What follows belongs to an exercise in optimizing a design on an open flow for a short achievable clock period and few clock cycles per item; a production flow would make more cautious choices. Function was checked by simulation only, so behaviour that the tests miss may differ from the original. No run shown here takes its clock network from TritonCTS; it comes from the design's own scripts or RTL. The clock port is modelled as an ideal driver, which makes a skipped or thinned clock tree look cheaper than it is; a real chip needs a root buffer or a tree. No activity file was given, so power comes from the tool's default toggle rates.

$ cat flow/design.v
`default_nettype none
package psda_pkg;
  localparam int unsigned CLIENTS_DEF = 10;
  localparam int unsigned IP_W    = 32;
  localparam int unsigned PORT_W  = 16;
  localparam int unsigned DATA_W  = 32;
  localparam int unsigned RB_AW   = 2;
  localparam int unsigned RB_CAP  = 5;
  typedef enum logic {
    OP_CLIENT  = 1'b0,
    OP_REPLICA = 1'b1
  } op_t;
endpackage
`default_nettype wire
`default_nettype none
module psda_table #(
  parameter int unsigned CLIENTS = psda_pkg::CLIENTS_DEF
) (
  input  wire logic                               clk,
  input  wire logic                               rst_n,
  input  wire logic [psda_pkg::IP_W-1:0]          lk_ip,
  input  wire logic [psda_pkg::PORT_W-1:0]        lk_port,
  input  wire logic signed [psda_pkg::DATA_W-1:0] lk_seq,
  input  wire logic                               cm_client,    
  input  wire logic [psda_pkg::IP_W-1:0]          cm_ip,
  input  wire logic [psda_pkg::PORT_W-1:0]        cm_port,
  input  wire logic signed [psda_pkg::DATA_W-1:0] cm_seq,
  output logic                                    cm_dup,
  output logic                                    cm_untr
);
  logic [CLIENTS-1:0]                 vld_r;
  logic [psda_pkg::IP_W-1:0]          ip_r   [CLIENTS];
  logic [psda_pkg::PORT_W-1:0]        port_r [CLIENTS];
  logic signed [psda_pkg::DATA_W-1:0] seq_r  [CLIENTS];
  logic [CLIENTS-1:0]                 free_r;      
  logic                               full_r;
  logic [CLIENTS-1:0]                 m_r;         
  logic [CLIENTS-1:0]                 g_r;         
  logic                               eqp_r;       
  logic                               lep_r;       
  logic                               c_trk_r;
  logic [CLIENTS-1:0]                 c_slot_r;
  logic [CLIENTS-1:0] m_l, g_l;
  logic               lep_l;
  always_comb begin
    for (int i = 0; i < CLIENTS; i++) begin
      m_l[i] = vld_r[i] && ip_r[i] == lk_ip && port_r[i] == lk_port;
    end
  end
  for (genvar i = 0; i < CLIENTS; i++) begin : g_cmp
    psda_le #(.W(psda_pkg::DATA_W)) u_le (
      .a (lk_seq),
      .b (seq_r[i]),
      .le(g_l[i])
    );
  end
  psda_le #(.W(psda_pkg::DATA_W)) u_lep (
    .a (lk_seq),
    .b (cm_seq),
    .le(lep_l)
  );
  always_ff @(posedge clk) begin
    m_r   <= m_l;
    g_r   <= g_l;
    eqp_r <= cm_client && lk_ip == cm_ip && lk_port == cm_port;
    lep_r <= lep_l;
  end
  logic               fwd_t, hit, alloc, dup, untr;
  logic [CLIENTS-1:0] slot;
  assign fwd_t = eqp_r && c_trk_r;
  assign hit   = (|m_r) || fwd_t;
  assign alloc = cm_client && !hit && !full_r;
  assign untr  = !hit && full_r;
  assign dup   = (|(m_r & g_r)) || (fwd_t && lep_r);
  assign slot  = m_r | (eqp_r ? c_slot_r : '0) | (alloc ? free_r : '0);
  assign cm_dup  = dup;
  assign cm_untr = untr;
  always_ff @(posedge clk) begin
    c_trk_r  <= hit || !full_r;
    c_slot_r <= slot;
  end
  always_ff @(posedge clk) begin
    if (!rst_n) begin
      vld_r  <= '0;
      free_r <= CLIENTS'(1);
      full_r <= 1'b0;
    end else if (alloc) begin
      vld_r  <= vld_r | free_r;
      free_r <= free_r << 1;
      full_r <= free_r[CLIENTS-1];
    end
  end
  always_ff @(posedge clk) begin
    for (int i = 0; i < CLIENTS; i++) begin
      if (cm_client && slot[i] && !dup) begin
        seq_r[i] <= cm_seq;
      end
      if (alloc && free_r[i]) begin
        ip_r[i]   <= cm_ip;
        port_r[i] <= cm_port;
      end
    end
  end
endmodule
`default_nettype wire
`default_nettype none
module psda_le #(
  parameter int unsigned W = 32
) (
  input  wire logic [W-1:0] a,
  input  wire logic [W-1:0] b,
  output logic              le
);
  localparam int unsigned L = $clog2(W);
  localparam int unsigned N = 1 << L;
  logic [2*N-1:0] gt, eq;
  logic [N-1:0]   ua, ub;
  assign ua = N'({~a[W-1], a[W-2:0]});
  assign ub = N'({~b[W-1], b[W-2:0]});
  assign gt[0 +: N] = ua & ~ub;
  assign eq[0 +: N] = ~(ua ^ ub);
  for (genvar l = 0; l < L; l++) begin : g_lvl
    localparam int unsigned IN  = 2 * N - (2 * N >> l);
    localparam int unsigned OUT = 2 * N - (2 * N >> (l + 1));
    for (genvar i = 0; i < (N >> (l + 1)); i++) begin : g_rng
      assign gt[OUT + i] = gt[IN + 2*i + 1] | (eq[IN + 2*i + 1] & gt[IN + 2*i]);
      assign eq[OUT + i] = eq[IN + 2*i + 1] & eq[IN + 2*i];
    end
  end
  assign le = !gt[2*N - 2];
endmodule
`default_nettype wire
`default_nettype none
module psda_acc (
  input  wire logic                               clk,
  input  wire logic                               rst_n,
  input  wire logic                               rst_q,       
  input  wire logic                               add,         
  input  wire logic                               dup,         
  input  wire logic                               load,        
  input  wire logic [psda_pkg::DATA_W-1:0]        value,
  input  wire logic [psda_pkg::DATA_W-1:0]        load_count,
  input  wire logic [psda_pkg::DATA_W-1:0]        load_sum,
  output logic [psda_pkg::DATA_W-1:0]             c_total,
  output logic [psda_pkg::DATA_W-1:0]             c_count
);
  localparam int unsigned W = psda_pkg::DATA_W;
  localparam int unsigned H = W / 2;
  logic [H-1:0] tot_lo_r, cnt_lo_r;
  logic [H-1:0] tot_lo_nxt, cnt_lo_nxt;
  logic [H:0]   tot_lo_sum, cnt_lo_sum;
  logic         inc;
  assign inc        = add && !dup;
  psda_add #(.W(H)) u_tot_lo (
    .a   (tot_lo_r),
    .b   (value[H-1:0]),
    .cin (1'b0),
    .sum (tot_lo_sum[H-1:0]),
    .cout(tot_lo_sum[H])
  );
  psda_add #(.W(H)) u_cnt_lo (
    .a   (cnt_lo_r),
    .b   (H'(0)),
    .cin (1'b1),
    .sum (cnt_lo_sum[H-1:0]),
    .cout(cnt_lo_sum[H])
  );
  always_comb begin
    tot_lo_nxt = tot_lo_r;
    cnt_lo_nxt = cnt_lo_r;
    if (load) begin
      tot_lo_nxt = load_sum[H-1:0];
      cnt_lo_nxt = load_count[H-1:0];
    end else if (inc) begin
      tot_lo_nxt = tot_lo_sum[H-1:0];
      cnt_lo_nxt = cnt_lo_sum[H-1:0];
    end
  end
  always_ff @(posedge clk) begin
    if (!rst_q) begin
      tot_lo_r <= '0;
      cnt_lo_r <= '0;
    end else begin
      tot_lo_r <= tot_lo_nxt;
      cnt_lo_r <= cnt_lo_nxt;
    end
  end
  logic         c_inc, c_load;
  logic         c_tco, c_cco;
  logic [H-1:0] c_val_hi, c_ls_hi, c_lc_hi;
  logic [H-1:0] c_tot_lo, c_cnt_lo;
  always_ff @(posedge clk) begin
    if (!rst_n) begin
      c_inc  <= 1'b0;
      c_load <= 1'b0;
    end else begin
      c_inc  <= inc && !load;
      c_load <= load;
    end
  end
  always_ff @(posedge clk) begin
    c_tco    <= tot_lo_sum[H];
    c_cco    <= cnt_lo_sum[H];
    c_val_hi <= value[W-1:H];
    c_ls_hi  <= load_sum[W-1:H];
    c_lc_hi  <= load_count[W-1:H];
    c_tot_lo <= tot_lo_nxt;
    c_cnt_lo <= cnt_lo_nxt;
  end
  logic [H-1:0] tot_hi_r, cnt_hi_r;
  logic [H-1:0] tot_hi_nxt, cnt_hi_nxt;
  logic [H-1:0] tot_hi_sum, cnt_hi_sum;
  logic         tot_hi_co, cnt_hi_co;
  psda_add #(.W(H)) u_tot_hi (
    .a   (tot_hi_r),
    .b   (c_val_hi),
    .cin (c_tco),
    .sum (tot_hi_sum),
    .cout(tot_hi_co)
  );
  psda_add #(.W(H)) u_cnt_hi (
    .a   (cnt_hi_r),
    .b   (H'(0)),
    .cin (c_cco),
    .sum (cnt_hi_sum),
    .cout(cnt_hi_co)
  );
  always_comb begin
    tot_hi_nxt = tot_hi_r;
    cnt_hi_nxt = cnt_hi_r;
    if (c_load) begin
      tot_hi_nxt = c_ls_hi;
      cnt_hi_nxt = c_lc_hi;
    end else if (c_inc) begin
      tot_hi_nxt = tot_hi_sum;
      cnt_hi_nxt = cnt_hi_sum;
    end
  end
  always_ff @(posedge clk) begin
    if (!rst_q) begin
      tot_hi_r <= '0;
      cnt_hi_r <= '0;
    end else begin
      tot_hi_r <= tot_hi_nxt;
      cnt_hi_r <= cnt_hi_nxt;
    end
  end
  assign c_total = {tot_hi_nxt, c_tot_lo};
  assign c_count = {cnt_hi_nxt, c_cnt_lo};
endmodule
`default_nettype wire
`default_nettype none
module psda_add #(
  parameter int unsigned W = 16
) (
  input  wire logic [W-1:0] a,
  input  wire logic [W-1:0] b,
  input  wire logic         cin,
  output logic [W-1:0]      sum,
  output logic              cout
);
  localparam int unsigned L = $clog2(W + 1);
  localparam int unsigned N = W + 1;
  logic [(L+1)*N-1:0] g, p;
  assign g[0 +: N] = {a & b, cin};
  assign p[0 +: N] = {a ^ b, 1'b0};
  for (genvar l = 0; l < L; l++) begin : g_lvl
    for (genvar i = 0; i < N; i++) begin : g_bit
      if (i >= (1 << l)) begin : g_comb
        assign g[(l+1)*N + i] = g[l*N + i] | (p[l*N + i] & g[l*N + i - (1 << l)]);
        assign p[(l+1)*N + i] = p[l*N + i] & p[l*N + i - (1 << l)];
      end else begin : g_pass
        assign g[(l+1)*N + i] = g[l*N + i];
        assign p[(l+1)*N + i] = p[l*N + i];
      end
    end
  end
  assign sum  = p[1 +: W] ^ g[L*N +: W];
  assign cout = g[L*N + W];
endmodule
`default_nettype wire
`default_nettype none
module per_source_request_dedup_accumulator #(
  parameter int unsigned CLIENTS = psda_pkg::CLIENTS_DEF
) (
  input  wire logic                               clk,
  input  wire logic                               rst_n,
  input  wire logic                               in_valid,
  output logic                                    in_ready,
  input  wire logic                               in_operation,
  input  wire logic [psda_pkg::IP_W-1:0]          in_src_ip,
  input  wire logic [psda_pkg::PORT_W-1:0]        in_src_port,
  input  wire logic signed [psda_pkg::DATA_W-1:0] in_seq_num,
  input  wire logic signed [psda_pkg::DATA_W-1:0] in_value,
  input  wire logic [psda_pkg::DATA_W-1:0]        in_replica_count,
  input  wire logic signed [psda_pkg::DATA_W-1:0] in_replica_sum,
  output logic                                    out_valid,
  input  wire logic                               out_ready,
  output logic signed [psda_pkg::DATA_W-1:0]      out_ack_total,
  output logic [psda_pkg::DATA_W-1:0]             out_ack_count,
  output logic                                    out_is_duplicate,
  output logic                                    out_not_tracked
);
  localparam int unsigned W    = psda_pkg::DATA_W;
  localparam int unsigned AW   = psda_pkg::RB_AW;
  localparam int unsigned CAP  = psda_pkg::RB_CAP;
  localparam int unsigned RW   = 2 * W + 2;
  logic rst_q;
  always_ff @(posedge clk) begin
    rst_q <= rst_n;
  end
  logic                        in_ready_r;
  logic                        a_v;
  psda_pkg::op_t               a_op;
  logic [psda_pkg::IP_W-1:0]   a_ip;
  logic [psda_pkg::PORT_W-1:0] a_port;
  logic [W-1:0]                a_seq, a_val, a_rc, a_rs;
  always_ff @(posedge clk) begin
    if (!rst_n) begin
      a_v <= 1'b0;
    end else begin
      a_v <= in_valid && in_ready_r;
    end
  end
  always_ff @(posedge clk) begin
    a_op   <= psda_pkg::op_t'(in_operation);
    a_ip   <= in_src_ip;
    a_port <= in_src_port;
    a_seq  <= in_seq_num;
    a_val  <= in_value;
    a_rc   <= in_replica_count;
    a_rs   <= in_replica_sum;
  end
  logic                        b_v;
  psda_pkg::op_t               b_op;
  logic [psda_pkg::IP_W-1:0]   b_ip;
  logic [psda_pkg::PORT_W-1:0] b_port;
  logic [W-1:0]                b_seq, b_val, b_rc, b_rs;
  always_ff @(posedge clk) begin
    if (!rst_n) begin
      b_v <= 1'b0;
    end else begin
      b_v <= a_v;
    end
  end
  always_ff @(posedge clk) begin
    b_op   <= a_op;
    b_ip   <= a_ip;
    b_port <= a_port;
    b_seq  <= a_seq;
    b_val  <= a_val;
    b_rc   <= a_rc;
    b_rs   <= a_rs;
  end
  logic b_client, b_replica;
  assign b_client  = b_v && (b_op == psda_pkg::OP_CLIENT);
  assign b_replica = b_v && (b_op == psda_pkg::OP_REPLICA);
  logic b_dup, b_untr;
  psda_table #(
    .CLIENTS(CLIENTS)
  ) u_table (
    .clk      (clk),
    .rst_n    (rst_n),
    .lk_ip    (a_ip),
    .lk_port  (a_port),
    .lk_seq   (a_seq),
    .cm_client(b_client),
    .cm_ip    (b_ip),
    .cm_port  (b_port),
    .cm_seq   (b_seq),
    .cm_dup   (b_dup),
    .cm_untr  (b_untr)
  );
  logic [W-1:0] c_tot, c_cnt;
  psda_acc u_acc (
    .clk       (clk),
    .rst_n     (rst_n),
    .rst_q     (rst_q),
    .add       (b_client),
    .dup       (b_dup),
    .load      (b_replica),
    .value     (b_val),
    .load_count(b_rc),
    .load_sum  (b_rs),
    .c_total   (c_tot),
    .c_count   (c_cnt)
  );
  logic c_client, c_dup, c_untr;
  always_ff @(posedge clk) begin
    if (!rst_n) begin
      c_client <= 1'b0;
    end else begin
      c_client <= b_client;
    end
  end
  always_ff @(posedge clk) begin
    c_dup  <= b_dup;
    c_untr <= b_untr && !b_dup;
  end
  logic [RW-1:0] rb [2**AW];
  logic [AW:0]   wr_r, rd_r;
  logic          rb_ne;
  logic          ov_r;
  logic [RW-1:0] o_r;
  logic          o_take;
  logic [RW-1:0] c_rec;
  assign rb_ne  = (wr_r != rd_r);
  assign o_take = !ov_r || out_ready;
  assign c_rec  = {c_tot, c_cnt, c_dup, c_untr};
  always_ff @(posedge clk) begin
    if (c_client) begin
      rb[wr_r[AW-1:0]] <= c_rec;
    end
  end
  always_ff @(posedge clk) begin
    if (!rst_n) begin
      wr_r <= '0;
      rd_r <= '0;
      ov_r <= 1'b0;
    end else begin
      if (c_client && !(o_take && !rb_ne)) begin
        wr_r <= wr_r + 1'b1;
      end
      if (o_take) begin
        ov_r <= rb_ne || c_client;
        if (rb_ne) begin
          rd_r <= rd_r + 1'b1;
        end
      end
    end
  end
  logic [RW-1:0] o_new, o_hold;
  assign o_new = rb_ne ? rb[rd_r[AW-1:0]] : c_rec;
  always_ff @(posedge clk) begin
    if (!rst_n) begin
      o_hold <= '0;
    end else if (o_take) begin
      o_hold <= o_new;
    end
  end
  always_ff @(posedge clk) begin
    o_r <= o_take ? o_new : o_hold;
  end
  logic [CAP-1:0] occ_r, occ_nxt;
  logic [CAP+1:0] occ_x;        
  logic           in_fire, out_fire;
  assign in_fire  = in_valid && in_ready_r;
  assign out_fire = out_ready && ov_r;
  assign occ_x    = {2'b00, occ_r};
  always_comb begin
    case ({in_fire, out_fire, b_replica})
      3'b100:          occ_nxt = {occ_r[CAP-2:0], 1'b1};        
      3'b010, 3'b001,
      3'b111:          occ_nxt = occ_x[CAP:1];                  
      3'b011:          occ_nxt = occ_x[CAP+1:2];                
      default:         occ_nxt = occ_r;                         
    endcase
  end
  always_ff @(posedge clk) begin
    if (!rst_n) begin
      occ_r <= '0;
    end else begin
      occ_r <= occ_nxt;
    end
  end
  always_ff @(posedge clk) begin
    if (!rst_n) begin
      in_ready_r <= 1'b1;
    end else begin
      in_ready_r <= !occ_nxt[CAP-1];
    end
  end
  assign in_ready         = in_ready_r;
  assign out_valid        = ov_r;
  assign out_ack_total    = o_r[RW-1 -: W];
  assign out_ack_count    = o_r[2 +: W];
  assign out_is_duplicate = o_r[1];
  assign out_not_tracked  = o_r[0];
endmodule
`default_nettype wire
$ cat flow/flow/run.sh
#!/bin/bash
# The standard layout with two changes:
#  - the port buffers are sky130_fd_sc_hd__buf_4 rather than the small delay buffers
#    buffer_ports picks by default
#  - after CTS, flow/mycts.tcl rebuilds the clock tree as two levels of clkbuf_16
#    (4 roots on the clock port, 80 leaves each driving one cluster of flip-flops)
#    and repairs timing on it; TritonCTS's own repair is skipped, as it would work on
#    the tree that is then replaced
set -euo pipefail
export MYCTS_LEAVES=80
export MYCTS_ROOTS=4
bash standard.sh "BUFFER_PORTS_ARGS=-buffer_cell sky130_fd_sc_hd__buf_4" \
  "POST_CTS_TCL=$PWD/flow/mycts.tcl" SKIP_CTS_REPAIR_TIMING=1 finish > standard.log 2>&1
$ cat flow/flow/mycts.tcl
# POST_CTS hook: rebuild the clock tree of net clk as two levels of clkbuf_16: the clock port drives
# NROOT root buffers, each root drives the leaf buffers of its group, each leaf buffer
# drives one cluster of flip-flop clock pins (k-means on their locations).
proc mycts_build { nleaf nroot } {
  set block [ord::get_db_block]
  set db [ord::get_db]
  set clknet [$block findNet clk]
  # collect clock buffers (anything reached from clk through non-sequential cells) and sinks
  set sinks {}
  set bufs {}
  set todo [list $clknet]
  set seen [dict create]
  while {[llength $todo]} {
    set net [lindex $todo 0]
    set todo [lrange $todo 1 end]
    foreach it [$net getITerms] {
      if {![$it isInputSignal] && ![$it isClocked] && [$it getIoType] ne "INPUT"} { continue }
      set inst [$it getInst]
      set m [[$inst getMaster] getName]
      if {[$it isClocked] || [regexp {df|dl} $m] && ![regexp {dlybuf|dlygate} $m]} {
        lappend sinks $it
      } else {
        set iname [$inst getName]
        if {[dict exists $seen $iname]} { continue }
        dict set seen $iname 1
        lappend bufs $inst
        foreach ot [$inst getITerms] {
          if {[$ot isOutputSignal] && [$ot getNet] ne "NULL"} { lappend todo [$ot getNet] }
        }
      }
    }
  }
  puts "mycts: [llength $sinks] sinks, [llength $bufs] old clock cells"
  # remove old tree
  set oldnets {}
  foreach inst $bufs {
    foreach ot [$inst getITerms] {
      if {[$ot isOutputSignal] && [$ot getNet] ne "NULL"} { lappend oldnets [$ot getNet] }
    }
  }
  foreach inst $bufs { odb::dbInst_destroy $inst }
  foreach n $oldnets {
    foreach it [$n getITerms] { $it disconnect }
    odb::dbNet_destroy $n
  }
  # sink locations
  set pts {}
  foreach it $sinks {
    set inst [$it getInst]
    set bb [$inst getBBox]
    lappend pts [list [expr {([$bb xMin]+[$bb xMax])/2.0}] [expr {([$bb yMin]+[$bb yMax])/2.0}]]
  }
  set cl [mycts_kmeans $pts $nleaf]
  set cent [lindex $cl 0]
  set asg [lindex $cl 1]
  set master [$db findMaster sky130_fd_sc_hd__clkbuf_16]
  # roots: k-means over leaf centroids
  set rc [mycts_kmeans $cent $nroot]
  set rcent [lindex $rc 0]
  set rasg [lindex $rc 1]
  set rnets {}
  for {set r 0} {$r < $nroot} {incr r} {
    set inst [odb::dbInst_create $block $master "cts_root_$r"]
    set net [odb::dbNet_create $block "cts_root_net_$r"]
    $net setSigType CLOCK
    [$inst findITerm A] connect $clknet
    [$inst findITerm X] connect $net
    lassign [lindex $rcent $r] x y
    $inst setLocation [expr {int($x)}] [expr {int($y)}]
    $inst setPlacementStatus PLACED
    lappend rnets $net
  }
  set lnets {}
  for {set k 0} {$k < $nleaf} {incr k} {
    set inst [odb::dbInst_create $block $master "cts_leaf_$k"]
    set net [odb::dbNet_create $block "cts_leaf_net_$k"]
    $net setSigType CLOCK
    [$inst findITerm A] connect [lindex $rnets [lindex $rasg $k]]
    [$inst findITerm X] connect $net
    lassign [lindex $cent $k] x y
    $inst setLocation [expr {int($x)}] [expr {int($y)}]
    $inst setPlacementStatus PLACED
    lappend lnets $net
  }
  set i 0
  foreach it $sinks {
    $it disconnect
    $it connect [lindex $lnets [lindex $asg $i]]
    incr i
  }
  set counts {}
  for {set k 0} {$k < $nleaf} {incr k} { lappend counts [llength [[lindex $lnets $k] getITerms]] }
  puts "mycts: leaf loads $counts"
}

proc mycts_kmeans { pts k } {
  set n [llength $pts]
  # initial centroids: points spread by sorted order
  set sorted [lsort -real -index 0 $pts]
  set cent {}
  for {set i 0} {$i < $k} {incr i} {
    lappend cent [lindex $sorted [expr {int(($i + 0.5) * $n / $k)}]]
  }
  # better init: grid
  set xs [lmap p $pts {lindex $p 0}]
  set ys [lmap p $pts {lindex $p 1}]
  set x0 [tcl::mathfunc::min {*}$xs]; set x1 [tcl::mathfunc::max {*}$xs]
  set y0 [tcl::mathfunc::min {*}$ys]; set y1 [tcl::mathfunc::max {*}$ys]
  set g [expr {int(ceil(sqrt($k)))}]
  set cent {}
  for {set i 0} {$i < $k} {incr i} {
    set gx [expr {$i % $g}]; set gy [expr {$i / $g}]
    set gyn [expr {int(ceil(double($k)/$g))}]
    lappend cent [list [expr {$x0 + ($gx + 0.5) * ($x1 - $x0) / $g}] [expr {$y0 + ($gy + 0.5) * ($y1 - $y0) / $gyn}]]
  }
  set cap [expr {int(ceil(1.1 * $n / $k))}]
  for {set iter 0} {$iter < 30} {incr iter} {
    # capacity-limited assignment: points in order of best distance
    set cand {}
    set pi 0
    foreach p $pts {
      lassign $p px py
      set best {}
      set ci 0
      foreach c $cent {
        lassign $c cx cy
        lappend best [list [expr {abs($px-$cx)+abs($py-$cy)}] $ci]
        incr ci
      }
      set best [lsort -real -index 0 $best]
      lappend cand [list [lindex [lindex $best 0] 0] $pi $best]
      incr pi
    }
    set cnt [lrepeat $k 0]
    set asg [lrepeat $n 0]
    # assign points whose best choice is far first? simple: order by their best distance descending
    set order [lsort -real -index 0 $cand]
    foreach c $order {
      lassign $c d pi best
      foreach b $best {
        set ci [lindex $b 1]
        if {[lindex $cnt $ci] < $cap} {
          lset cnt $ci [expr {[lindex $cnt $ci] + 1}]
          lset asg $pi $ci
          break
        }
      }
    }
    set sx [lrepeat $k 0.0]; set sy [lrepeat $k 0.0]
    set i 0
    foreach p $pts {
      set ci [lindex $asg $i]
      lset sx $ci [expr {[lindex $sx $ci] + [lindex $p 0]}]
      lset sy $ci [expr {[lindex $sy $ci] + [lindex $p 1]}]
      incr i
    }
    set newc {}
    for {set ci 0} {$ci < $k} {incr ci} {
      set m [lindex $cnt $ci]
      if {$m > 0} {
        lappend newc [list [expr {[lindex $sx $ci] / $m}] [expr {[lindex $sy $ci] / $m}]]
      } else {
        lappend newc [lindex $cent $ci]
      }
    }
    set cent $newc
  }
  return [list $cent $asg]
}

# the tree TritonCTS built has three levels of buffers; this one has two, so every
# flip-flop's clock arrives earlier by about the delay of one buffer, with the same
# balance across flip-flops
mycts_build [expr {[info exists ::env(MYCTS_LEAVES)] ? $::env(MYCTS_LEAVES) : 80}] [expr {[info exists ::env(MYCTS_ROOTS)] ? $::env(MYCTS_ROOTS) : 4}]
log_cmd detailed_placement
log_cmd estimate_parasitics -placement
report_clock_latency -clock [all_clocks]
repair_timing_helper
log_cmd detailed_placement
check_placement -verbose
$ cat flow/standard.sh
#!/bin/bash
# synth_recipe.tcl (not shown) runs the flow's synth.tcl, then flattens the netlist and writes it again
# the make line also repeats each setting of config.mk as NAME=value (left out here)
make -C /OpenROAD-flow-scripts/flow DESIGN_CONFIG=/design/flow/config.mk WORK_HOME=/design/flow/orfs CLKGATE_MAP_FILE= SYNTH_SCRIPT=/design/flow/synth_recipe.tcl "${@:-finish}"
$ cat flow/config.mk
export PLATFORM = sky130hd
export DESIGN_NAME = per_source_request_dedup_accumulator
export DESIGN_NICKNAME = per_source_request_dedup_accumulator
export VERILOG_FILES = /design/flow/design.v
export SDC_FILE = /design/flow/constraint.sdc
export NUM_CORES = 4
export LEC_CHECK = 0
export ABC_CLOCK_PERIOD_IN_PS = 2000
export CAP_MARGIN = 20
export CORE_MARGIN = 2
export CORE_UTILIZATION = 60
export SETUP_SLACK_MARGIN = 5.0
export SLEW_MARGIN = 20
$ cat flow/constraint.sdc
create_clock -name core_clock -period 7.5 [get_ports {clk}]
set_input_delay 1.5000 -clock core_clock [delete_from_list [all_inputs] [get_ports {clk}]]
set_output_delay 1.5000 -clock core_clock [all_outputs]
set_load 0.01 [all_outputs]
==> results of run 1 <==
[worst max-delay path by stage]
| stage | from | endpoint | slack, ns | depth (start not counted) |
|---|---|---|---|---|
| after global placement | out_ready | o_hold[10] | 4.16 | 5 |
| after detailed placement | u_table.m_r[5] | u_table.seq_r[9][28] | 4.09 | 6 |
| after floorplan | out_ready | o_hold[24] | 5.01 | 5 |
| final | o_r[20] | out_ack_count[18] | 4.93 | 1 |
| after global routing | u_acc.tot_hi_r[0] | o_hold[57] | 4.83 | 12 |
[report_power, final]
| part | switching, W | internal (W) | leakage [nW] | total (W) |
|---|---|---|---|---|
| sequential | 0.000351 | 0.0107 | 15.5 | 0.0111 |
| clock | 0.00278 | 0.00197 | 1.04 | 0.00474 |
| combinational | 0.00116 | 0.000971 | 13.6 | 0.00213 |
[through the flow]
| step | setup WS, ns | std cells | util, % |
|---|---|---|---|
| 6_report | 4.93 | 6814 | 68.1 |
| 5_1_grt | 4.83 | 6811 | 68.1 |
| 3_5_place_dp | 4.09 | 6615 | 64.2 |
| 3_3_place_gp | 4.16 | 6615 | 64.2 |
| 2_1_floorplan | 5.01 | 4910 | - |
[cell usage after synthesis, types with 6 or more instances]
master and instances:
nor3_1 36, a211oi_1 17, nor2_1 191, a21o_1 131, and4_1 6, o21bai_1 10
xnor2_1 195, a211o_1 11, a31oi_1 56, nand3_1 50, o2bb2ai_1 7, or3_1 7
o31ai_1 7, and3b_1 14, nand2b_1 15, and2_1 132, o22ai_1 17, and3_1 16
mux2i_1 19, o21ai_0 125, o21a_1 23, nor4_1 102, a21oi_1 152, nand4_1 126
ha_1 379, buf_2 8, buf_1 43, nand2_1 220, dfxtp_1 709, xor2_1 343
nor2b_1 32, mux4_2 66, inv_1 395, clkbuf_1 81, a221oi_1 13, o211a_1 6
edfxtp_1 1064, a22oi_1 14
[state kept, by name (all words and copies together), names as in the netlist, 32 cells and up, named ones only]
name            flops
o_r                66
b_ip               32
b_rs               32
a_val              32
a_rs               32
b_rc               32
u_table.port_r    160
u_table.ip_r      320
u_table.seq_r     320
b_seq              32
b_val              32
a_rc               32
o_hold             66
rb                264
a_ip               32
a_seq              32
[routing by layer]
layer / wire length (um) / share of wire, % / vias up / track usage (%)
met1: 75100 / 41 / 19900 / 44.3
met2: 83900 / 46 / 1755 / 49.3
met4: 6960 / 3.8 / 4 / 10.3
met5: 25 / 0.014 / - / 0
met3: 15400 / 8.5 / 335 / 3.79
li1: - / - / 18300 / -
[layout make-up]
| class | instances | area share [%] |
|---|---|---|
| Sequential cell | 1773 | 60.3 |
| Multi-Input combinational cell | 2638 | 27.5 |
| Timing Repair Buffer | 418 | 5.04 |
| Buffer | 84 | 2.74 |
| Tap cell | 1500 | 2.44 |
| Inverter | 397 | 1.94 |
| Antenna cell | 4 | 0.0130 |
[cells by family (layout without fill, tap and decap cells)]
kind of cell	count (synthesis)	in the layout	share of synthesized area [%]
and+or+nand+nor	965	997	7.28
AOI/OAI and AO/OA	633	633	5.94
buffers and inverters	531	899	2.94
DFF	1773	1773	67.4
muxes	89	89	2.52
adders and majority gates	381	381	6.99
xor gates and xnor gates	538	538	6.89
other	0	4	0
==> results.sh, run 1 <==
export IMPL_status="no timing/DRC/antenna violations"
export IMPL_placed_cell_area_um2=72400
export IMPL_multi_input_comb_area_um2=21100
export IMPL_die_w_um=342
export IMPL_async_flop_share_pct=0
export IMPL_grt_use_total_pct=30.9
export IMPL_slew_violations=0
export IMPL_drt_initial_drc_count=4489
export IMPL_worstHoldStart="a_rc[31]"
export IMPL_final_common_cell="edfxtp_1"
export IMPL_setup_viol=0
export IMPL_clkSinkCount=1773
export IMPL_n_fill_cell=7916
export IMPL_vias=40300
export IMPL_drive_gt1_share_pct=15.6
export IMPL_drt_wl_total_mm=181
export IMPL_grt_pass1_vias=38600
export IMPL_synth_top_area_share_pct=46.7
export IMPL_synth_seq_cells=1773
export IMPL_hold_class="flop to flop"
export IMPL_core_area_um2=113000
export IMPL_synth_area_um2=68400
export IMPL_reg2reg_slack_ns=4.96
export IMPL_rsz0062_at_grt="true"
export IMPL_min_period_ns=2.57
export IMPL_synth_area_top_cells="edfxtp_1 47%, dfxtp_1 21%, ha_1 6.9%, xor2_1 4.4%, xnor2_1 2.5%"
export IMPL_final_cell_mix="1064 x edfxtp_1, 609 x dfxtp_1, 395 x inv_1, 375 x ha_1, 343 x xor2_1"
export IMPL_cp_arrival_ns=1.07
export IMPL_totalPowerFinal_w=0.0179
export IMPL_io_pins=249
export IMPL_yosysTopAreaCell="edfxtp_1"
export IMPL_synth_nets=5472
export IMPL_crit_slowest_cell="dfxtp_4"
export IMPL_slew_headroom_pct=31.0
export IMPL_drc_errors=0
export IMPL_vdd_drop_max_mv=0.261
export IMPL_p_leak_nw=30.1
export IMPL_yosysSeqAreaShare_pct=67.4
export IMPL_avgSynthCellArea_um2=13.9
export IMPL_dr_pass1_iters=5
export IMPL_worst_setup_path_start_kind="flop"
export IMPL_hold_end="b_rc[31]"
export IMPL_viasPerCell=5.91
export IMPL_die_area_um2=117000
export IMPL_overflow=0
export IMPL_num_rows=123
export IMPL_design_area_um2=76800
export IMPL_gp_congestion=0.892
export IMPL_fin_nets=5874
export IMPL_setup_tns_ns=0
export IMPL_chipHeight_um=342
export IMPL_reg2reg_to="o_hold[57]"
export IMPL_crit_family="flip-flops"
export IMPL_yosysWarnings=9
export IMPL_fin_skew_ns=0.0762
export IMPL_seq_area_um2=46300
export IMPL_syn2layout_area_growth_pct=12.3
export IMPL_hpwl_mm=109
export IMPL_grt_start_max_net_pins=66
export IMPL_worst_pin_slew_ns=1.03
export IMPL_drt_wirelength_per_cell_um=26.6
export IMPL_hold_ws_ns=0.321
export IMPL_worstPathMaxFanout=1
export IMPL_drv_cap=0
export IMPL_crit_buf_inv=1
export IMPL_end_kind="output port"
export IMPL_power_per_cell_area_nw_per_um2=233
export IMPL_clk_latency_ns=0.57
export IMPL_r2r_start="u_acc.tot_hi_r[0]"
export IMPL_synth_edff_count=1064
export IMPL_clk_pin_slew_ns=0.09
export IMPL_crit_required_ns=6.00
export IMPL_max_freq_ghz=0.389
export IMPL_yosysUniqueCellTypes=71
export IMPL_timing_final_crit_share_pct=34.3
export IMPL_hold_depth=0
export IMPL_hold_viol_final=0
export IMPL_antenna_found_initial=12
export IMPL_r2r_cells=12
export IMPL_start_util_pct=60.7
export IMPL_criticalPathCategory="flop to output port"
export IMPL_ys_flop_type="edfxtp_1"
export IMPL_port_buffers=248
export IMPL_cp_cell_sequence="buf_6"
export IMPL_antenna_left=0
export IMPL_synthesis_instances=4910
export IMPL_slowest_delay_ns=0.38
export IMPL_grt_pass1_wl_mm=261
Testbench counts, summed over its fixed seeds: cycles 12,032, items 12,000.
==> inputs of run 2 (changes only) <==
--- a/flow/config.mk
+++ b/flow/config.mk
@@ -8,6 +8,6 @@
 export ABC_CLOCK_PERIOD_IN_PS = 2000
 export CAP_MARGIN = 20
 export CORE_MARGIN = 2
-export CORE_UTILIZATION = 60
+export CORE_UTILIZATION = 70
 export SETUP_SLACK_MARGIN = 5.0
 export SLEW_MARGIN = 20
==> run 2 against run 1 <==
The layout now fails its checks (antenna violations). Critical endpoint is now u_acc.tot_hi_r[13]. Utilization is 11 points higher. Die area is 14% lower. Worst hold slack worse by 0.0078 ns.
==> results.sh, run 2 <==
export IMPL_avgSynthCellArea_um2=13.9
export IMPL_gp_congestion=0.917
export IMPL_synth_top_area_share_pct=46.7
export IMPL_core_area_um2=96900
export IMPL_yosysWarnings=9
export IMPL_io_pins=249
export IMPL_min_period_ns=2.59
export IMPL_cp_arrival_ns=3.06
export IMPL_num_rows=114
export IMPL_totalPowerFinal_w=0.0179
export IMPL_grt_pass1_vias=40400
export IMPL_final_cells=6589
export IMPL_setup_tns_ns=0
export IMPL_final_cell_mix="1064 x edfxtp_1, 605 x dfxtp_1, 395 x inv_1, 372 x ha_1, 343 x xor2_1"
export IMPL_synth_most_common_cell="edfxtp_1"
export IMPL_worstPathMaxFanout=5
export IMPL_synth_top_cells_by_count="1064 x edfxtp_1, 709 x dfxtp_1, 395 x inv_1"
export IMPL_drt_wl_total_mm=179
export IMPL_synth_edff_count=1064
export IMPL_die_area_um2=100000
export IMPL_fin_nets=5866
export IMPL_p_int_w=0.0136
export IMPL_drc_errors=0
export IMPL_switchingPower_w=0.00430
export IMPL_clk_pin_slew_ns=0.09
export IMPL_async_flop_share_pct=0
export IMPL_antenna_found_initial=12
export IMPL_ys_flop_type="edfxtp_1"
export IMPL_p_leak_nw=30.0
export IMPL_setup_viol=0
export IMPL_die_w_um=317
export IMPL_viasPerCell=6.31
export IMPL_syn2layout_area_growth_pct=11.5
export IMPL_so_violations="antenna violations"
export IMPL_chipHeight_um=317
export IMPL_yosysTopAreaCell="edfxtp_1"
export IMPL_vias=41600
export IMPL_drive_gt1_share_pct=15.5
export IMPL_clk_latency_ns=0.59
export IMPL_grt_start_max_net_pins=68
export IMPL_worst_setup_path_start_kind="flop"
export IMPL_port_buffers=248
export IMPL_swShare_pct=23.9
export IMPL_timing_final_crit_share_pct=34.6
export IMPL_p_clk_share_pct=26.4
export IMPL_clkSinkCount=1773
export IMPL_grt_pass1_wl_mm=257
export IMPL_multi_input_comb_area_um2=21200
export IMPL_yosysSeqAreaShare_pct=67.4
export IMPL_rsz0062_at_grt="true"
export IMPL_fin_skew_ns=0.0966
export IMPL_vdd_drop_max_mv=0.249
export IMPL_start_util_pct=70.6
export IMPL_synth_area_top_cells="edfxtp_1 47%, dfxtp_1 21%, ha_1 6.9%, xor2_1 4.4%, xnor2_1 2.5%"
export IMPL_synthesis_instances=4910
export IMPL_power_per_cell_area_nw_per_um2=235
export IMPL_max_freq_ghz=0.385
export IMPL_final_common_cell="edfxtp_1"
export IMPL_overflow=0
export IMPL_yosysUniqueCellTypes=71
export IMPL_synth_area_um2=68400
export IMPL_criticalPathCategory="flop to flop"
export IMPL_antenna_left=1
export IMPL_worst_pin_slew_ns=1.12
export IMPL_slew_headroom_pct=25.4
export IMPL_synth_seq_cells=1773
export IMPL_hold_viol_final=0
export IMPL_slew_violations=0
export IMPL_place_inst=6390
export IMPL_crit_required_ns=7.96
export IMPL_seq_area_um2=46300
export IMPL_grt_use_total_pct=35.5
export IMPL_hold_class="flop to flop"
export IMPL_synth_nets=5472
export IMPL_end_kind="flop"
export IMPL_status="failed layout checks"
export IMPL_hpwl_mm=104
export IMPL_drt_initial_drc_count=5438
export IMPL_n_fill_cell=5546
export IMPL_seqPwrFrac_pct=61.6
export IMPL_comb_power_share_pct=12.1
export IMPL_drv_cap=0
export IMPL_drt_wirelength_per_cell_um=27.2
export IMPL_dr_pass1_iters=6
==> run 2: changes by cell type in the layout (fill, tap and decap cells not counted), moves of 5 or more <==
cell,previous run,this run
dfxtp_2,83,93
and2_4,37,51
a21oi_1,136,141
diode_2,4,11
dfxtp_4,17,11
a21oi_2,16,10
buf_6,81,69
and2_2,18,12
buf_12,32,23
==> run 2: logic make-up after synthesis <==
group           after synthesis  synth area share [%]
mux                          89                  2.52
compound gates              633                  5.94
simple gates                965                  7.28
xor+xnor                    538                  6.89
fa+ha+maj                   381                  6.99
flops                      1773                  67.4
buf+inv                     531                  2.94
==> run 2: worst max-delay path, cell delays in order (launching register included) <==
cell and delay, ns:
dfxtp_4 0.36, fa_2 0.39, a21oi_2 0.18, o211ai_1 0.23, a32oi_2 0.36, buf_4 0.17, a211o_1 0.13, o311ai_2 0.09
a21o_2 0.28, buf_6 0.15, and2_4 0.15
==> run 2: layout make-up <==
cell class              count  share of cell area, %
diodes                     11                 0.0361
plain buffers              84                   2.75
inverters                 397                   1.96
multi-input cells        2647                   27.8
flip-flops and latches   1773                   60.7
well taps                1276                   2.09
repair buffers            401                   4.69
==> run 2: per-stage QoR <==
step / hold slack [ns] / util (%) / setup slack (ns) / instance area [um2]
after global routing: 0.318 / 78.8 / 4.86 / 76300
after detailed placement: 0.312 / 74.5 / 3.97 / 72100
after global placement: 0.310 / 74.5 / 4.00 / 72100
after floorplan: 0.310 / - / 5.01 / 68500
final: 0.313 / 78.8 / 4.91 / 76300
==> run 2: final timing paths <==
check,startpoint,end,slack (ns),cells after the start
setup / recovery,u_acc.c_tco,u_acc.tot_hi_r[13],4.91,10
hold / removal,a_val[2],b_val[2],0.31,0
setup reg to reg,u_acc.c_tco,u_acc.tot_hi_r[13],4.91,10
hold reg to reg,a_val[2],b_val[2],0.31,0
==> run 2: per-layer routing <==
metal	wire, um	global-route usage, %	up-vias
met5	120	0	-
met4	8140	13.5	12
met3	20400	7.48	480
met2	83200	56.1	2419
met1	67400	48.9	20400
li1	-	-	18300
==> run 2: power by group through the flow <==
| stage | Combinational [W] | Sequential [W] | Clock, W |
|---|---|---|---|
| floorplan | 0.00120 | 0.0111 | 0 |
| global placement | 0.00189 | 0.0112 | 0 |
| detailed placement | 0.00195 | 0.0112 | 0 |
| global route | 0.00233 | 0.0111 | 0.00503 |
| finish | 0.00217 | 0.0110 | 0.00473 |
==> inputs of run 3 (changes only) <==
==> flow/flow/run.sh (replaced) <==
#!/bin/bash
# The standard layout with two changes:
#  - the port buffers are sky130_fd_sc_hd__buf_4 rather than the small delay buffers
#    buffer_ports picks by default
#  - after CTS, flow/mycts.tcl rebuilds the clock tree as two levels of clkbuf_16
#    (4 roots on the clock port, 64 leaves each driving one cluster of flip-flops)
#    and repairs timing on it; TritonCTS's own repair is skipped, as it would work on
#    the tree that is then replaced
set -euo pipefail
export MYCTS_LEAVES=64
export MYCTS_ROOTS=4
bash standard.sh "BUFFER_PORTS_ARGS=-buffer_cell sky130_fd_sc_hd__buf_4" \
  "POST_CTS_TCL=$PWD/flow/mycts.tcl" SKIP_CTS_REPAIR_TIMING=1 finish > standard.log 2>&1
--- a/flow/flow/mycts.tcl
+++ b/flow/flow/mycts.tcl
@@ -171,7 +171,7 @@
 # the tree TritonCTS built has three levels of buffers; this one has two, so every
 # flip-flop's clock arrives earlier by about the delay of one buffer, with the same
 # balance across flip-flops
-mycts_build [expr {[info exists ::env(MYCTS_LEAVES)] ? $::env(MYCTS_LEAVES) : 80}] [expr {[info exists ::env(MYCTS_ROOTS)] ? $::env(MYCTS_ROOTS) : 4}]
+mycts_build [expr {[info exists ::env(MYCTS_LEAVES)] ? $::env(MYCTS_LEAVES) : 64}] [expr {[info exists ::env(MYCTS_ROOTS)] ? $::env(MYCTS_ROOTS) : 4}]
 log_cmd detailed_placement
 log_cmd estimate_parasitics -placement
 report_clock_latency -clock [all_clocks]
--- a/flow/config.mk
+++ b/flow/config.mk
@@ -8,6 +8,6 @@
 export ABC_CLOCK_PERIOD_IN_PS = 2000
 export CAP_MARGIN = 20
 export CORE_MARGIN = 2
-export CORE_UTILIZATION = 70
+export CORE_UTILIZATION = 60
 export SETUP_SLACK_MARGIN = 5.0
 export SLEW_MARGIN = 20
==> run 3 against run 2 <==
Largest power group unchanged. Clock skew is 0.050 ns lower. Largest cell class unchanged. Synthesized cell count stayed put. The run now finishes clean. Register-to-register slack better by 0.05 ns. Critical path type unchanged. Critical path depth is 5 lower. First-iteration DRC count is 17% lower. Routed wire length is 1.1% higher.
==> results.sh, run 3 <==
export IMPL_min_period_ns=2.54
export IMPL_p_leak_nw=29.9
export IMPL_num_rows=123
export IMPL_avgSynthCellArea_um2=13.9
export IMPL_r2r_start="a_ip[27]"
export IMPL_r2r_cells=5
export IMPL_chipHeight_um=342
export IMPL_placed_cell_area_um2=72400
export IMPL_switchingPower_w=0.00421
export IMPL_synth_seq_cells=1773
export IMPL_crit_path_frequent_cell="nor4_1"
export IMPL_yosysSeqAreaShare_pct=67.4
export IMPL_place_ws_ns=4.09
export IMPL_hold_depth=0
export IMPL_vdd_drop_max_mv=0.220
export IMPL_status="no timing/DRC/antenna violations"
export IMPL_drc_errors=0
export IMPL_layout_setup_ws_ns=4.96
export IMPL_antenna_found_initial=8
export IMPL_cp_cell_sequence="buf_4 > xor2_1 > nor4_1 > nand2_1 > nor4_1"
export IMPL_crit_required_ns=7.90
export IMPL_synth_most_common_cell="edfxtp_1"
export IMPL_final_common_cell="edfxtp_1"
export IMPL_clk_pin_slew_ns=0.12
export IMPL_setup_tns_ns=0
export IMPL_end_kind="flop"
export IMPL_synth_area_top_cells="edfxtp_1 47%, dfxtp_1 21%, ha_1 6.9%, xor2_1 4.4%, xnor2_1 2.5%"
export IMPL_reg2reg_to="u_table.m_r[7]"
export IMPL_port_buffers=248
export IMPL_vias=40200
export IMPL_hold_class="flop to flop"
export IMPL_slowest_delay_ns=0.84
export IMPL_drv_cap=0
export IMPL_p_int_w=0.0133
export IMPL_seqPwrFrac_pct=63.2
export IMPL_cp_arrival_ns=2.95
export IMPL_drt_wirelength_per_cell_um=26.7
export IMPL_crit_cells=5
export IMPL_synth_nets=5472
export IMPL_overflow=0
export IMPL_antenna_left=0
export IMPL_worst_setup_path_start_kind="flop"
export IMPL_endpoint="u_table.m_r[7]"
export IMPL_grt_pass1_wl_mm=260
export IMPL_max_freq_ghz=0.393
export IMPL_final_cell_mix="1064 x edfxtp_1, 609 x dfxtp_1, 394 x inv_1, 372 x ha_1, 343 x xor2_1"
export IMPL_worst_pin_slew_ns=1.08
export IMPL_crit_buf_inv=1
export IMPL_drt_wl_total_mm=181
export IMPL_comb_power_share_pct=12.1
export IMPL_syn2layout_area_growth_pct=11.6
export IMPL_async_flop_share_pct=0
export IMPL_io_pins=249
export IMPL_viasPerCell=5.92
export IMPL_drt_initial_drc_count=4524
export IMPL_fin_skew_ns=0.0467
export IMPL_design_area_um2=76300
export IMPL_power_per_cell_area_nw_per_um2=229
export IMPL_rsz0062_at_grt="true"
export IMPL_slew_violations=0
export IMPL_die_w_um=342
export IMPL_yosysUniqueCellTypes=71
export IMPL_ys_flop_type="edfxtp_1"
export IMPL_synth_edff_count=1064
export IMPL_crit_start="a_ip[27]"
export IMPL_criticalPathCategory="flop to flop"
export IMPL_worstHoldStart="a_val[2]"
export IMPL_yosysWarnings=9
export IMPL_timing_final_crit_share_pct=33.9
export IMPL_totalPowerFinal_w=0.0175
export IMPL_grt_start_max_net_pins=66
export IMPL_crit_family="simple AND/OR/NAND/NOR gates"
export IMPL_synth_top_area_share_pct=46.7
export IMPL_hpwl_mm=109
export IMPL_core_area_um2=113000
export IMPL_p_clk_share_pct=24.7
export IMPL_clkSinkCount=1773
export IMPL_crit_slowest_cell="nor4_1"
export IMPL_worstPathMaxFanout=12
export IMPL_synth_top_cells_by_count="1064 x edfxtp_1, 709 x dfxtp_1, 395 x inv_1"
export IMPL_slew_headroom_pct=27.4
export IMPL_setup_viol=0
export IMPL_gp_congestion=0.892
export IMPL_swShare_pct=24.1
export IMPL_drive_gt1_share_pct=15.2
export IMPL_synth_area_um2=68400
export IMPL_reg2reg_slack_ns=4.96
export IMPL_start_util_pct=60.7
export IMPL_clk_latency_ns=0.54
export IMPL_final_core_util_pct=67.7
export IMPL_grt_pass1_vias=38300
export IMPL_synthesis_instances=4910
export IMPL_fin_nets=5855
export IMPL_die_area_um2=117000
export IMPL_yosysTopAreaCell="edfxtp_1"
export IMPL_dr_pass1_iters=7
export IMPL_hold_viol_final=0
export IMPL_grt_use_total_pct=30.8
[run 3: cell count changes in the layout (fill, tap and decap cells not counted), sizes merged]
cell	change
nor3	-1
diode	-6
nor2	+1
buf	+14
clkinv	-1
clkbuf	-16
nand2b	-1
clkinvlp	+1
and2	-8
[run 3: cell type report]
| type | count | area [um2] |
|---|---|---|
| flip-flops and latches | 1773 | 46300 |
| repair buffers | 415 | 3820 |
| diodes | 5 | 12.5 |
| multi-input cells | 2638 | 21100 |
| plain buffers | 68 | 1700 |
| fillers | 7946 | 36500 |
| inverters | 397 | 1490 |
| well taps | 1500 | 1880 |
[run 3: per-layer routing]
metal / up-vias / track usage (%) / wire [um]
li1: 18200 / - / -
met1: 19900 / 44.3 / 75800
met2: 1734 / 48.8 / 82900
met3: 345 / 4.73 / 15600
met4: 4 / 9.51 / 6880
met5: - / 0 / 24
[run 3: power by group through the flow]
stage | Combinational (W) | Clock, W | Sequential [W]
6_report | 0.00212 | 0.00433 | 0.0111
2_1_floorplan | 0.00120 | 0 | 0.0111
3_3_place_gp | 0.00191 | 0 | 0.0113
5_1_grt | 0.00229 | 0.00469 | 0.0111
3_5_place_dp | 0.00194 | 0 | 0.0113
[run 3: worst min-delay path by stage]
stage	end	slack, ns
after detailed placement	b_val[9]	0.31
after global placement	b_val[3]	0.31
final	b_val[2]	0.32
after global routing	b_val[2]	0.32
after floorplan	b_op	0.31
[run 3: metrics by stage]
step | instances | hold slack, ns
detailed placement | 6615 | 0.312
floorplan | 4910 | 0.310
finish | 6796 | 0.320
global placement | 6615 | 0.310
global route | 6792 | 0.323
[run 3: logic make-up after synthesis]
logic type | Yosys count | share of synthesized area (%)
AND/OR/NAND/NOR | 965 | 7.28
buffers and inverters | 531 | 2.94
flip-flops | 1773 | 67.4
adder cells (fa/ha/maj) | 381 | 6.99
multiplexers | 89 | 2.52
XOR/XNOR | 538 | 6.89
AO/OA/AOI/OAI | 633 | 5.94
==> inputs of run 4 (changes only) <==
--- a/flow/design.v
+++ b/flow/design.v
@@ -35,16 +35,23 @@
   logic [CLIENTS-1:0]                 free_r;      
   logic                               full_r;
   logic [CLIENTS-1:0]                 m_r;         
+  logic [CLIENTS-1:0]                 ma_r, mb_r;  
   logic [CLIENTS-1:0]                 g_r;         
   logic                               eqp_r;       
+  logic                               eqpa_r, eqpb_r;  
   logic                               lep_r;       
   logic                               c_trk_r;
   logic [CLIENTS-1:0]                 c_slot_r;
-  logic [CLIENTS-1:0] m_l, g_l;
+  localparam int unsigned SA = 24;
+  logic [psda_pkg::IP_W+psda_pkg::PORT_W-1:0] lk_src, cm_src;
+  logic [CLIENTS-1:0] ma_l, mb_l, g_l;
+  assign lk_src = {lk_port, lk_ip};
+  assign cm_src = {cm_port, cm_ip};
   logic               lep_l;
   always_comb begin
     for (int i = 0; i < CLIENTS; i++) begin
-      m_l[i] = vld_r[i] && ip_r[i] == lk_ip && port_r[i] == lk_port;
+      ma_l[i] = vld_r[i] && ip_r[i][SA-1:0] == lk_ip[SA-1:0];
+      mb_l[i] = {port_r[i], ip_r[i][psda_pkg::IP_W-1:SA]} == lk_src[psda_pkg::IP_W+psda_pkg::PORT_W-1:SA];
     end
   end
   for (genvar i = 0; i < CLIENTS; i++) begin : g_cmp
@@ -60,11 +67,15 @@
     .le(lep_l)
   );
   always_ff @(posedge clk) begin
-    m_r   <= m_l;
+    ma_r  <= ma_l;
+    mb_r  <= mb_l;
     g_r   <= g_l;
-    eqp_r <= cm_client && lk_ip == cm_ip && lk_port == cm_port;
+    eqpa_r <= cm_client && lk_src[SA-1:0] == cm_src[SA-1:0];
+    eqpb_r <= lk_src[psda_pkg::IP_W+psda_pkg::PORT_W-1:SA] == cm_src[psda_pkg::IP_W+psda_pkg::PORT_W-1:SA];
     lep_r <= lep_l;
   end
+  assign m_r   = ma_r & mb_r;
+  assign eqp_r = eqpa_r && eqpb_r;
   logic               fwd_t, hit, alloc, dup, untr;
   logic [CLIENTS-1:0] slot;
   assign fwd_t = eqp_r && c_trk_r;
==> run 4 against run 3 <==
Register-to-register slack hardly changed. Largest cell class unchanged. Cell count decreased by 1.1%. Still clean. Total power is 3.7% lower. First-iteration DRC count shrank 23%. Clock power hardly changed. Critical path depth down 4. Sequential share of layout area rose by 0.49 points. Final area fell by 0.19%. Synthesized cell count increased by 0.39%. Fmax is 0.32% lower. Worst hold slack gained 0.0037 ns.
==> results.sh, run 4 <==
export IMPL_drc_errors=0
export IMPL_drt_wirelength_per_cell_um=23.9
export IMPL_comb_power_share_pct=8.2
export IMPL_grt_pass1_wl_mm=237
export IMPL_synth_most_common_cell="edfxtp_1"
export IMPL_seqPwrFrac_pct=66.1
export IMPL_seq_area_um2=46600
export IMPL_synth_seq_cells=1784
export IMPL_clk_latency_ns=0.54
export IMPL_switchingPower_w=0.00382
export IMPL_synthesis_instances=4929
export IMPL_fin_skew_ns=0.0476
export IMPL_slew_violations=0
export IMPL_crit_family="flip-flops"
export IMPL_crit_required_ns=6.00
export IMPL_drv_cap=0
export IMPL_drt_initial_drc_count=3471
export IMPL_worstHoldStart="a_rc[9]"
export IMPL_cp_arrival_ns=1.05
export IMPL_yosysWarnings=9
export IMPL_yosysUniqueCellTypes=78
export IMPL_clk_pin_slew_ns=0.11
export IMPL_overflow=0
export IMPL_final_cell_mix="1064 x edfxtp_1, 585 x dfxtp_1, 374 x ha_1, 366 x inv_1, 350 x xor2_1"
export IMPL_synth_top_area_share_pct=46.3
export IMPL_io_pins=249
export IMPL_fin_nets=5775
export IMPL_antenna_found_initial=4
export IMPL_gp_congestion=0.830
export IMPL_final_common_cell="edfxtp_1"
export IMPL_synth_nets=5491
export IMPL_worstPathMaxFanout=2
export IMPL_async_flop_share_pct=0
export IMPL_hold_ws_ns=0.324
export IMPL_worst_setup_path_start_kind="flop"
export IMPL_criticalPathCategory="flop to output port"
export IMPL_end_kind="output port"
export IMPL_synth_area_top_cells="edfxtp_1 46%, dfxtp_1 21%, ha_1 6.9%, xor2_1 4.4%, xnor2_1 2.9%"
export IMPL_setup_tns_ns=0
export IMPL_worst_pin_slew_ns=0.954
export IMPL_p_leak_nw=29.5
export IMPL_hpwl_mm=102
export IMPL_crit_slowest_cell="dfxtp_4"
export IMPL_start_util_pct=60.4
export IMPL_place_inst=6616
export IMPL_crit_buf_inv=1
export IMPL_port_buffers=248
export IMPL_max_freq_ghz=0.392
export IMPL_rsz0062_at_grt="true"
export IMPL_hold_viol_final=0
export IMPL_ys_flop_type="edfxtp_1"
export IMPL_multi_input_comb_area_um2=21300
export IMPL_drive_gt1_share_pct=14.5
export IMPL_hold_class="flop to flop"
export IMPL_chipHeight_um=343
export IMPL_antenna_left=0
export IMPL_power_per_cell_area_nw_per_um2=221
export IMPL_yosysTopAreaCell="edfxtp_1"
export IMPL_drt_wl_total_mm=161
export IMPL_dr_pass1_iters=6
export IMPL_clkSinkCount=1784
export IMPL_grt_pass1_vias=37400
export IMPL_crit_start="in_ready_r"
export IMPL_yosysSeqAreaShare_pct=67.2
export IMPL_synth_edff_count=1064
export IMPL_p_clk_share_pct=25.7
export IMPL_cp_cell_sequence="buf_6"
export IMPL_grt_use_total_pct=27.1
export IMPL_r2r_start="a_ip[7]"
export IMPL_setup_viol=0
export IMPL_grt_start_max_net_pins=91
export IMPL_p_int_w=0.0130
export IMPL_synth_area_um2=69000
export IMPL_reg2reg_slack_ns=4.97
export IMPL_min_period_ns=2.55
export IMPL_slowest_delay_ns=0.42
export IMPL_slew_headroom_pct=36.3
export IMPL_status="no timing/DRC/antenna violations"
export IMPL_swShare_pct=22.7
export IMPL_syn2layout_area_growth_pct=10.4
export IMPL_synth_top_cells_by_count="1064 x edfxtp_1, 720 x dfxtp_1, 379 x ha_1"
export IMPL_timing_final_crit_share_pct=34.0
export IMPL_die_area_um2=118000
export IMPL_vias=38800
export IMPL_num_rows=124
export IMPL_viasPerCell=5.77
export IMPL_final_cells=6724
export IMPL_vdd_drop_max_mv=0.253
export IMPL_n_fill_cell=8298
export IMPL_die_w_um=343
export IMPL_avgSynthCellArea_um2=14.0
export IMPL_core_area_um2=114000
==> run 4: cell type report <==
type	count	share of cell area, %
flip-flops and latches	1784	61.2
multi-input cells	2629	27.9
repair buffers	349	4.26
well taps	1512	2.48
plain buffers	68	2.23
inverters	378	1.91
repair inverters	3	0.0230
diodes	1	0.00328
==> run 4: cell families after synthesis <==
family                     share of synthesized area [%]
AOI/OAI and AO/OA                                   6.27
xor gates and xnor gates                            7.31
adders and majority gates                           6.93
buffers and inverters                               2.87
DFF                                                 67.2
muxes                                               2.42
and+or+nand+nor                                     7.02
==> run 4: final timing paths <==
check	depth (start not counted)	endpoint
setup / recovery	1	in_ready
hold / removal	0	b_rc[9]
setup reg to reg	4	u_table.ma_r[9]
hold reg to reg	0	b_rc[9]
==> run 4: per-stage QoR <==
stage | setup slack (ns) | utilization [%] | area, um2 | power, W
floorplan | 4.74 | - | 69300 | 0.0119
global placement | 4.06 | 63.9 | 73000 | 0.0126
detailed placement | 4.01 | 63.9 | 73000 | 0.0126
global route | 4.91 | 66.7 | 76200 | 0.0174
finish | 4.95 | 66.7 | 76200 | 0.0169
==> run 4: routing by layer <==
layer  vias to the layer above  wire (um)  global-route usage (%)
li1                      18200          -                       -
met1                     19400      71400                    39.7
met2                      1098      75900                    43.9
met3                       156      10200                    3.52
met4                         2       3240                    5.31
met5                         -         11                       0
==> run 4: power by group through the flow <==
stage	registers [W]	logic [W]	clock network (W)
detailed placement	0.0113	0.00128	0
finish	0.0111	0.00139	0.00433
global placement	0.0113	0.00125	0
floorplan	0.0111	0.000767	0
global route	0.0112	0.00153	0.00472
Testbench counts of run 4, summed over its fixed seeds: cycles 12,032, items 12,000.
==> inputs of run 5 (changes only) <==
--- a/flow/design.v
+++ b/flow/design.v
@@ -440,17 +440,20 @@
       end
     end
   end
-  logic [RW-1:0] o_new, o_hold;
-  assign o_new = rb_ne ? rb[rd_r[AW-1:0]] : c_rec;
+  logic [RW-1:0] o_hold, o_keep, o_hkeep;
+  logic          o_use_c;
+  assign o_use_c = o_take && !rb_ne;
+  assign o_keep  = o_take ? rb[rd_r[AW-1:0]] : o_hold;
+  assign o_hkeep = rb_ne ? rb[rd_r[AW-1:0]] : o_hold;
   always_ff @(posedge clk) begin
     if (!rst_n) begin
       o_hold <= '0;
     end else if (o_take) begin
-      o_hold <= o_new;
+      o_hold <= o_use_c ? c_rec : o_hkeep;
     end
   end
   always_ff @(posedge clk) begin
-    o_r <= o_take ? o_new : o_hold;
+    o_r <= o_use_c ? c_rec : o_keep;
   end
   logic [CAP-1:0] occ_r, occ_nxt;
   logic [CAP+1:0] occ_x;        
==> run 5 against run 4 <==
Global-route usage grew 0.91 points. Utilization grew 0.27 points. Sequential share of layout area shrank 0.25 points. Clock power grew 0.9%. Fmax shrank 0.62%. Routed wire length grew 4.3%. Critical path depth is the same. Worst hold slack lost 0.013 ns. Critical path type unchanged.
==> results.sh, run 5 <==
export IMPL_seqPwrFrac_pct=65.7
export IMPL_core_area_um2=114000
export IMPL_place_ws_ns=3.85
export IMPL_drt_wl_total_mm=168
export IMPL_antenna_left=0
export IMPL_vdd_drop_max_mv=0.214
export IMPL_swShare_pct=23.2
export IMPL_timing_final_crit_share_pct=34.2
export IMPL_ys_flop_type="edfxtp_1"
export IMPL_hold_class="flop to flop"
export IMPL_overflow=0
export IMPL_yosysTopAreaCell="edfxtp_1"
export IMPL_rsz0062_at_grt="true"
export IMPL_cp_cell_sequence="buf_6"
export IMPL_synth_seq_cells=1784
export IMPL_avgSynthCellArea_um2=13.9
export IMPL_num_rows=124
export IMPL_viasPerCell=5.84
export IMPL_synth_edff_count=1064
export IMPL_layout_setup_ws_ns=4.93
export IMPL_vias=39600
export IMPL_p_clk_share_pct=25.6
export IMPL_setup_tns_ns=0
export IMPL_grt_start_max_net_pins=85
export IMPL_gp_congestion=0.903
export IMPL_antenna_found_initial=10
export IMPL_clk_pin_slew_ns=0.11
export IMPL_syn2layout_area_growth_pct=10.8
export IMPL_p_leak_nw=29.2
export IMPL_clkSinkCount=1784
export IMPL_crit_family="flip-flops"
export IMPL_hpwl_mm=106
export IMPL_hold_viol_final=0
export IMPL_worstPathMaxFanout=1
export IMPL_yosysUniqueCellTypes=78
export IMPL_clk_latency_ns=0.54
export IMPL_switchingPower_w=0.00396
export IMPL_synthesis_instances=4959
export IMPL_p_int_w=0.0131
export IMPL_async_flop_share_pct=0
export IMPL_max_freq_ghz=0.389
export IMPL_cp_arrival_ns=1.07
export IMPL_crit_required_ns=6.00
export IMPL_synth_nets=5521
export IMPL_drc_errors=0
export IMPL_slew_violations=0
export IMPL_die_w_um=343
export IMPL_drt_initial_drc_count=3543
export IMPL_criticalPathCategory="flop to output port"
export IMPL_synth_most_common_cell="edfxtp_1"
export IMPL_fin_nets=5816
export IMPL_synth_top_area_share_pct=46.3
export IMPL_end_kind="output port"
export IMPL_power_per_cell_area_nw_per_um2=223
export IMPL_synth_area_top_cells="edfxtp_1 46%, dfxtp_1 21%, ha_1 6.9%, xor2_1 4.4%, xnor2_1 2.9%"
export IMPL_yosysWarnings=9
export IMPL_final_common_cell="edfxtp_1"
export IMPL_slew_headroom_pct=23.7
export IMPL_drv_cap=0
export IMPL_start_util_pct=60.4
export IMPL_hold_ws_ns=0.311
export IMPL_drive_gt1_share_pct=14.5
export IMPL_drt_wirelength_per_cell_um=24.8
export IMPL_worst_setup_path_start_kind="flop"
export IMPL_grt_pass1_vias=38300
export IMPL_grt_pass1_wl_mm=244
export IMPL_status="no timing/DRC/antenna violations"
export IMPL_chipHeight_um=343
export IMPL_synth_top_cells_by_count="1064 x edfxtp_1, 720 x dfxtp_1, 382 x inv_1"
export IMPL_yosysSeqAreaShare_pct=67.2
export IMPL_crit_slowest_cell="dfxtp_4"
export IMPL_dr_pass1_iters=6
export IMPL_die_area_um2=118000
export IMPL_min_period_ns=2.57
export IMPL_slowest_delay_ns=0.42
export IMPL_port_buffers=248
export IMPL_comb_power_share_pct=8.7
export IMPL_io_pins=249
export IMPL_totalPowerFinal_w=0.0171
export IMPL_worst_pin_slew_ns=1.14
export IMPL_final_cell_mix="1064 x edfxtp_1, 592 x dfxtp_1, 370 x inv_1, 369 x ha_1, 347 x xor2_1"
export IMPL_synth_area_um2=69000
export IMPL_crit_buf_inv=1
export IMPL_grt_use_total_pct=28.0
export IMPL_setup_viol=0
export IMPL_fin_skew_ns=0.0421
==> run 5: power by group through the flow <==
stage | clock network, W | registers, W | logic [W]
floorplan | 0 | 0.0112 | 0.000755
global placement | 0 | 0.0114 | 0.00129
detailed placement | 0 | 0.0114 | 0.00132
global route | 0.00472 | 0.0113 | 0.00162
finish | 0.00437 | 0.0112 | 0.00149
==> run 5: layout make-up <==
type	count	area, um2
repair buffers	360	3370
well taps	1512	1890
plain buffers	68	1700
multi-input cells	2656	21400
repair inverters	1	5.00
diodes	5	12.5
fillers	8337	37700
inverters	383	1480
flip-flops and latches	1784	46600
==> run 5: path summary, 6_finish.rpt <==
path | cells after the start | slack [ns] | end | startpoint
max | 1 | 4.93 | out_ack_total[12] | o_r[46]
min | 0 | 0.31 | b_val[24] | a_val[24]
max reg2reg | 4 | 4.94 | u_table.mb_r[2] | a_ip[30]
min reg2reg | 0 | 0.31 | b_val[24] | a_val[24]
==> run 5: cell families after synthesis <==
group                    Yosys count  share of synthesized area, %
flip-flops                      1784                          67.2
AND/OR/NAND/NOR                  966                          7.24
AO/OA/AOI/OAI                    644                          6.04
XOR/XNOR                         572                          7.26
buffers and inverters            524                          2.88
adder cells (fa/ha/maj)          381                          6.93
multiplexers                      88                          2.48
==> run 5: through the flow <==
stage	utilization, %	area (um2)	cells
global route	67.0	76500	6764
finish	67.0	76500	6769
floorplan	-	69300	4959
global placement	63.9	73000	6651
detailed placement	63.9	73000	6651
==> run 5: routing by layer <==
metal  vias to the layer above  global-route usage, %  wire length, um
li1                      18300                      -                -
met5                         -                      0               34
met1                     19800                   40.0            73200
met2                      1284                   45.9            79500
met3                       215                   3.53            10600
met4                         6                   6.96             4460
Testbench counts of run 5, summed over its fixed seeds: cycles 12,032, items 12,000.

==> re-timing with driven ports <==
How much do the figures lean on ideal ports? The routed layouts below were timed once more, with nothing changed but the port constraints. Step 1: set_driving_cell puts a clkbuf_16 on clk and a buf_2 on each other input, an assumption about the parent block. Step 2 moves the port delays by t, midway between the first and last clock arrival at a register: inputs arrive t later, outputs are due t later. That takes back most of the time a late clock gives input paths. a / b / c = ideal / step 1 / step 2; a / b = the first two.
run	t (ns)	setup slack, ns	latest minus earliest clock arrival (ns)	worst data-port slew with drivers (ns)	cell pins on the clock port's net
run 1	0.699	4.931 / 4.769 / 4.553	0.088 / 0.088	0.15	4
run 2	0.706	4.905 / 4.782 / 4.547	0.100 / 0.100	0.12	4
run 3	0.684	4.955 / 4.808 / 4.494	0.052 / 0.052	0.15	4
run 4	0.680	4.947 / 4.780 / 4.461	0.048 / 0.047	0.11	4
run 5	0.674	4.931 / 4.769 / 4.377	0.051 / 0.051	0.12	4
For run 5, which loses most, drivers alone change the setup slack by -0.162 ns; drivers and shift together by -0.554 ns.
